Context: an optimization exercise on an open-source flow, tuned for small area. The choices shown serve that exercise and are no tape-out recipe.
Where RTL was checked, it was by simulation tests only, not by an equivalence proof against the original.
Power and IR drop assume default switching activity.

== exp/xenon ==
==> module tbu_top, before the edit <==
module tbu_top (
  input  logic                 clk,
  input  logic                 sys_rst,
  input  logic                 in_valid,     
  input  tbu_pkg::stage_prev_t prev_state,
  input  tbu_pkg::stage_desc_t decision,
  output logic                 out_valid,
  output logic                 out_bit
);
  localparam int NS  = tbu_pkg::num_states;
  localparam int SW  = tbu_pkg::state_w;
  localparam int H   = tbu_pkg::half;
  localparam int BL  = tbu_pkg::blk_len;
  localparam int XM  = tbu_pkg::x_min;
  localparam int PL  = BL - SW;   
  tbu_pkg::row_t rows_q [NS];    
  tbu_pkg::row_t old_q  [NS];    
  tbu_pkg::row_t tmp_q  [H];     
  logic [H*SW-1:0] pbuf_q;       
  logic [H-1:0]    dbuf_q;       
  logic              ph_b;       
  tbu_pkg::blk_idx_t pos_q;      
  logic              have_prev;  
  tbu_pkg::state_t   ptr_q;      
  tbu_pkg::blk_idx_t rd_idx;
  logic              rd_active;
  tbu_pkg::state_t sel [H];
  logic            din [H];
  tbu_pkg::row_t   gat [H];
  tbu_pkg::row_t   nrow [H];
  always_comb begin
    for (int r = 0; r < H; r++) begin
      sel[r] = ph_b ? pbuf_q[r*SW +: SW] : prev_state[r*SW +: SW];
      din[r] = ph_b ? dbuf_q[r] : decision[r];
      gat[r] = rows_q[sel[r]];
      nrow[r][0] = din[r];
      nrow[r][PL-1:1] = gat[r][PL-2:0];
      if (pos_q == '0) begin
        nrow[r][BL-1:PL] = sel[r];
      end else if (pos_q < tbu_pkg::blk_idx_t'(XM)) begin
        nrow[r][BL-1:PL] = gat[r][BL-1:PL];
      end else begin
        nrow[r][BL-1:PL] = gat[r][BL-2:PL-1];
      end
    end
  end
  always_ff @(posedge clk) begin
    pbuf_q <= prev_state[NS*SW-1:H*SW];
    dbuf_q <= decision[NS-1:H];
    for (int r = 0; r < H; r++) tmp_q[r] <= nrow[r];
    if (ph_b) begin
      for (int r = 0; r < H; r++) begin
        rows_q[r]   <= tmp_q[r];
        rows_q[H+r] <= nrow[r];
      end
    end
    if (in_valid && pos_q == '0) begin
      for (int s = 0; s < NS; s++) old_q[s] <= rows_q[s];
    end
  end
  always_ff @(posedge clk) begin
    if (sys_rst) begin
      ph_b      <= 1'b0;
      pos_q     <= '0;
      have_prev <= 1'b0;
      rd_active <= 1'b0;
      rd_idx    <= '0;
    end else begin
      ph_b <= in_valid;
      if (ph_b) begin
        if (pos_q == tbu_pkg::blk_idx_t'(BL - 1)) begin
          pos_q     <= '0;
          have_prev <= 1'b1;
        end else begin
          pos_q <= pos_q + 1'b1;
        end
      end
      if (rd_active) begin
        if (rd_idx == '0) rd_active <= 1'b0;
        else              rd_idx    <= rd_idx - 1'b1;
      end
      if (in_valid && have_prev && pos_q == tbu_pkg::blk_idx_t'(XM - 1)) begin
        rd_active <= 1'b1;
        rd_idx    <= tbu_pkg::blk_idx_t'(BL - 1);
      end
    end
  end
  always_ff @(posedge clk) begin
    if (in_valid && pos_q == tbu_pkg::blk_idx_t'(XM - 1)) begin
      ptr_q <= nrow[0][BL-1:PL];
    end
  end
  always_ff @(posedge clk) begin
    if (sys_rst) out_valid <= 1'b0;
    else         out_valid <= rd_active;
    out_bit <= old_q[ptr_q][rd_idx];
  end
endmodule
export LEC_CHECK = 0
export ABC_AREA = 1
export CAP_MARGIN = 20
export CORE_MARGIN = 2
export CORE_UTILIZATION = 30
export SLEW_MARGIN = 20
create_clock -name core_clock -period 5.0 [get_ports {clk}]
standard.sh (not shown) runs the stock make flow with config.mk's settings and CLKGATE_MAP_FILE= SYNTH_SCRIPT=/design/flow/synth_recipe.tcl, a recipe that flattens the netlist after the stock synthesis.
==> flow/flow/run.sh <==
#!/bin/bash
# Standard layout with three changes:
#  - synthesis maps the logic with the area-oriented ABC script in
#    flow/abc_area.script (ABC_AREA must be 1); the synthesis script itself
#    and the flip-flop mapping are ORFS's own;
#  - the port buffers are the smallest buffer cell;
#  - clock tree synthesis uses small clock buffers and no dummy loads.
set -euo pipefail
W=$(pwd)
rm -rf "$W/scripts_synth"
cp -r "$FLOW_HOME/scripts" "$W/scripts_synth"
cp "$W/flow/abc_area.script" "$W/scripts_synth/abc_area.script"
bash standard.sh SCRIPTS_DIR="$W/scripts_synth" synth > "$W/synth.log" 2>&1
bash standard.sh \
  "BUFFER_PORTS_ARGS=-buffer_cell sky130_fd_sc_hd__buf_1" \
  "CTS_ARGS=-sink_clustering_enable -repair_clock_nets -dont_use_dummy_load -buf_list {sky130_fd_sc_hd__clkbuf_4 sky130_fd_sc_hd__clkbuf_8}" \
  > "$W/layout.log" 2>&1
==> flow/flow/abc_area.script <==
strash
&get -n
&fraig -x
&put
scorr
dc2
dretime
strash
&get -n
&dch -f
&nf -R 1000
&put
Input changes introduced in exp/fjord (baseline for comparison: exp/xenon):
--- a/flow/design.v
+++ b/flow/design.v
@@ -101,11 +101,8 @@
   always_ff @(posedge clk) begin
     if (in_valid && pos_q == tbu_pkg::blk_idx_t'(XM - 1)) begin
       ptr_q <= nrow[0][BL-1:PL];
     end
   end
-  always_ff @(posedge clk) begin
-    if (sys_rst) out_valid <= 1'b0;
-    else         out_valid <= rd_active;
-    out_bit <= old_q[ptr_q][rd_idx];
-  end
+  assign out_valid = rd_active;
+  assign out_bit   = old_q[ptr_q][rd_idx];
 endmodule
Notes after the runs:
- Largest fanout on the critical path (higher): exp/xenon
- Status: post-route cell area parity (exp/fjord, exp/xenon)
- exp/fjord -> exp/xenon: total power draw flat
- Looking at critical setup path kind, the flip-flop to output port result is from exp/fjord; the flip-flop to flip-flop one comes from exp/xenon.
- exp/fjord vs. exp/xenon: number of clock buffers in the layout went up by 5.3%.
- | number of storage elements in the synthesis netlist | exp/fjord vs exp/xenon | 2 lower |
No functional check of the RTL was part of exp/xenon.

## separate check: timing with driven ports
In the flow no input, the clock included, has a driving cell. The finished layouts below were timed again as built, in two steps. Step 1: set_driving_cell puts a clkbuf_16 on clk and a buf_2 on each other input, an assumption about the parent block. Step 2 times the ports against the registers' clock, not the clock port: input delays grow and output delays shrink by t, the midpoint of the rising clock arrivals with the driver on. a / b / c = ideal ports / drivers / drivers and shift; a / b = the first two.
| run | shift t [ns] | setup slack, ns | worst hold slack (ns) |
|---|---|---|---|
| exp/xenon | 0.728 | 1.150 / 1.150 / 1.039 | 0.385 / 0.357 / 0.385 |
| exp/fjord | 0.720 | 0.594 / 0.534 / 0.925 | 0.382 / 0.364 / 0.382 |
After both steps setup and hold are still met in every run listed. The setup slack of exp/xenon, which loses most, moves by 0.000 ns with the drivers and by -0.111 ns with both steps.
